This is an optimization exercise on Yosys and OpenROAD, whose aim is small area, a short achievable clock period and few clock cycles per item, not a production implementation.
RTL that was checked went through simulation tests only; none was proved equivalent to the original.

==> job 385 <==
==> flow/design.v (excerpt) <==
module mul_pipe_unit #(
    parameter int XLEN   = 32,
    parameter int STAGES = 3,
    parameter int TAG_W  = 5
) (
    input  logic              CLK_0,
    input  logic              RST_0,
    input  logic              in_valid,
    output logic              in_ready,
    input  logic [1:0]        in_op,
    input  logic [XLEN-1:0]   in_a,
    input  logic [XLEN-1:0]   in_b,
    input  logic [TAG_W-1:0]  in_tag,
    output logic              out_valid,
    input  logic              out_ready,
    output logic [XLEN-1:0]   out_result,
    output logic [TAG_W-1:0]  out_tag
);
Settings: LEC_CHECK=0, ABC_AREA=1, CAP_MARGIN=20, CORE_MARGIN=2, CORE_UTILIZATION=40, SLEW_MARGIN=20, SYNTH_HIERARCHICAL=1; clock period 10.0 ns.
standard.sh (not shown) runs the stock make flow with config.mk's settings and CLKGATE_MAP_FILE= SYNTH_SCRIPT=/design/flow/synth_recipe.tcl, a recipe that flattens the netlist after the stock synthesis.
==> flow/flow/run.sh <==
#!/bin/bash
# Own layout flow: the standard ORFS flow with the standard synthesis unchanged;
# the port buffers are plain sky130_fd_sc_hd__buf_1 cells. make's full output
# goes to flow_make.log here; ORFS's per-step logs are under orfs/logs/.
set -euo pipefail
bash standard.sh "BUFFER_PORTS_ARGS=-buffer_cell sky130_fd_sc_hd__buf_1" SETUP_SLACK_MARGIN=5.2 finish > flow_make.log 2>&1
==> job 2050 (differences from job 385) <==
--- a/flow/design.v
+++ b/flow/design.v
@@ -38,39 +38,38 @@
     assign b_lo  = {b_ext[32:0], 1'b0};
     always_comb begin
         for (int i = 0; i < 17; i++) begin
             one_d[i] = b_ext[2*i] ^ b_lo[2*i];
             two_d[i] = (b_ext[2*i+1] & !b_ext[2*i] & !b_lo[2*i]) | (!b_ext[2*i+1] & b_ext[2*i] & b_lo[2*i]);
             neg_d[i] = b_ext[2*i+1];
         end
     end
-    logic [32:0]      a_nq;                  
-    logic [16:0]      bone_nq, btwo_nq;      
-    logic [16:0]      bneg_q;
+    logic [32:0]      a_q;
+    logic [16:0]      bone_q, btwo_q, bneg_q;
     logic             mul_q1;
     logic [TAG_W-1:0] tag_q1;
     always_ff @(posedge CLK_0) begin
         if (adv) begin
-            a_nq    <= ~a_ext;
-            bone_nq <= ~one_d;
-            btwo_nq <= ~two_d;
+            a_q    <= a_ext;
+            bone_q <= one_d;
+            btwo_q <= two_d;
             bneg_q <= neg_d;
             mul_q1 <= (in_op == 2'b00);
             tag_q1 <= in_tag;
         end
     end
     logic [577:0] pp;
     logic [16:0]  ppn;
-    logic [34:0]  an_sh;
-    assign an_sh = {a_nq[32], a_nq, 1'b1};    
+    logic [34:0]  a_sh;
+    assign a_sh = {a_q[32], a_q, 1'b0};    
     always_comb begin
         for (int i = 0; i < 17; i++) begin
             for (int j = 0; j < 34; j++) begin
-                pp[i*34+j] = !((bone_nq[i] | an_sh[j+1]) & (btwo_nq[i] | an_sh[j])) ^ bneg_q[i];
+                pp[i*34+j] = ((bone_q[i] & a_sh[j+1]) | (btwo_q[i] & a_sh[j])) ^ bneg_q[i];
             end
             ppn[i] = !pp[i*34+33];
         end
     end
     logic k0;
     logic k1;
     logic k2;
     logic k3;
@@ -1184,36 +1183,36 @@
     fa_cell u_f475 (.a(f363s), .b(f416c), .ci(f417s), .co(f475c), .s(f475s));
     fa_cell u_f476 (.a(f363c), .b(f418s), .ci(f417c), .co(f476c), .s(f476s));
     fa_cell u_f477 (.a(h55s), .b(f418c), .ci(f419s), .co(f477c), .s(f477s));
     fa_cell u_f478 (.a(h55c), .b(h58s), .ci(f419c), .co(f478c), .s(f478s));
     fa_cell u_f479 (.a(pp[542]), .b(h58c), .ci(h59s), .co(f479c), .s(f479s));
     logic [63:0] cs_s, cs_c;
     assign cs_s = {f479s, f477c, f477s, f476s, f475s, f474s, f472c, f471c, f470c, f469c, f469s, f468s, f466c, f465c, f464c, f463c, f462c, f461c, f460c, f459c, f458c, f457c, f456c, f455c, f454c, f453c, f452c, f451c, f450c, f449c, f448c, f447c, f446c, f445c, f444c, f443c, f442c, f441c, f440c, f439c, f438c, f437c, f436c, f435c, f434c, f433c, f432c, f431c, f430c, f429c, f428c, f427c, f426c, f425c, f424c, f423c, f422c, f421c, f420c, h61c, h60c, pp[34], pp[1], bneg_q[0]};
     assign cs_c = {f478c, f478s, f476c, f475c, f474c, f473c, f473s, f472s, f471s, f470s, f468c, f467c, f467s, f466s, f465s, f464s, f463s, f462s, f461s, f460s, f459s, f458s, f457s, f456s, f455s, f454s, f453s, f452s, f451s, f450s, f449s, f448s, f447s, f446s, f445s, f444s, f443s, f442s, f441s, f440s, f439s, f438s, f437s, f436s, f435s, f434s, f433s, f432s, f431s, f430s, f429s, f428s, f427s, f426s, f425s, f424s, f423s, f422s, f421s, f420s, h61s, h60s, 1'b0, pp[0]};
-    logic [20:0] low_sum;
-    assign low_sum = {1'b0, cs_s[19:0]} + {1'b0, cs_c[19:0]};
+    logic [24:0] low_sum;
+    assign low_sum = {1'b0, cs_s[23:0]} + {1'b0, cs_c[23:0]};
     logic [31:0]      x_q, y_q;
-    logic [11:0]  lx_q, ly_q;
+    logic [7:0]  lx_q, ly_q;
     logic             lc_q;
     logic [TAG_W-1:0] tag_q2;
     always_ff @(posedge CLK_0) begin
         if (adv) begin
             x_q    <= mul_q1 ? cs_s[31:0] : cs_s[63:32];
             y_q    <= mul_q1 ? cs_c[31:0] : cs_c[63:32];
-            lx_q   <= mul_q1 ? '0 : cs_s[31:20];
-            ly_q   <= mul_q1 ? '0 : cs_c[31:20];
-            lc_q   <= !mul_q1 & low_sum[20];
+            lx_q   <= mul_q1 ? '0 : cs_s[31:24];
+            ly_q   <= mul_q1 ? '0 : cs_c[31:24];
+            lc_q   <= !mul_q1 & low_sum[24];
             tag_q2 <= tag_q1;
         end
     end
-    logic [44:0] fin;
+    logic [40:0] fin;
     assign fin = {x_q, lx_q, 1'b1} + {y_q, ly_q, lc_q};
     assign out_valid  = v2;
-    assign out_result = fin[44:13];
+    assign out_result = fin[40:9];
     assign out_tag    = tag_q2;
 endmodule
 module fa_cell (
     input  logic a,
     input  logic b,
     input  logic ci,
     output logic co,
     output logic s
==> flow/run.sh (new file) <==
#!/bin/bash
# synth_recipe.tcl (not shown) runs the flow's synth.tcl, then flattens the netlist and writes it again
# the make line also repeats each setting of config.mk as NAME=value (left out here)
make -C /OpenROAD-flow-scripts/flow DESIGN_CONFIG=/design/flow/config.mk WORK_HOME=/design/flow/orfs CLKGATE_MAP_FILE= SYNTH_SCRIPT=/design/flow/synth_recipe.tcl finish
ABC_AREA = not set   (was 1)
ABC_CLOCK_PERIOD_IN_PS = 3500   (was not set)
SETUP_SLACK_MARGIN = 5   (was not set)
removed: flow/flow/run.sh
removed: flow/standard.sh
==> comparison <==
- Of job 2050 and job 385, job 2050 has the higher critical path depth (gap 8).
- Between job 385 and job 2050, the lower synthesized area is in job 2050 (gap 5.3%, measured against job 2050).
- Against job 385, the sequential share of layout area of job 2050 is lower by 0.71 points.
- Against job 385, the non-clock buffer count of job 2050 is higher by 33.
- Between job 2050 and job 385, the lower flip-flop and latch count is in job 2050 (gap 8).
- Against job 385, the synthesized cell count of job 2050 is smaller by 22%.
- In job 385 the die area is higher than in job 2050, by 5.3%.
- Clock-buffer cell count: job 2050 is higher than job 385 (1).
- Between job 2050 and job 385, the lower hold slack is in job 385 (gap 0.95 ps).
Testbench counts of job 2050, summed over its fixed seeds: cycles 3,216, items 3,200.
For job 385, only the layout was checked, not whether the RTL still works.

[afterwards: timing with drivers on the ports]
The flow's constraints put no driver on any port. The routed layouts listed below were extracted and timed again, unchanged, in two steps. Step 1 sets driving cells, clkbuf_16 on the clock port and buf_2 on the other inputs (assumed; they add their load-dependent delay and slew). Step 2 adds t to the input delays and takes it off the output delays; t is the mean of the earliest and latest rising clock arrival at the registers after step 1. Input paths then give back, and output paths get back, about the clock's delay inside the block. a / b / c = ideal / step 1 / step 2; a / b = the first two.
run | t, ns | setup slack, ns | worst hold slack (ns) | worst register clock-pin slew, ns | worst slew at a driven data input, ns
job 385 | 0.552 | 5.250 / 5.229 / 5.229 | 0.423 / 0.423 / 0.423 | 0.08 / 0.08 | 0.05
job 2050 | 0.547 | 4.602 / 4.538 / 5.085 | 0.424 / 0.424 / 0.424 | 0.08 / 0.08 | 0.05
After both steps every run listed still meets setup and hold. The setup slack of job 385, which loses most, moves by -0.021 ns with the drivers and by -0.021 ns with both steps.
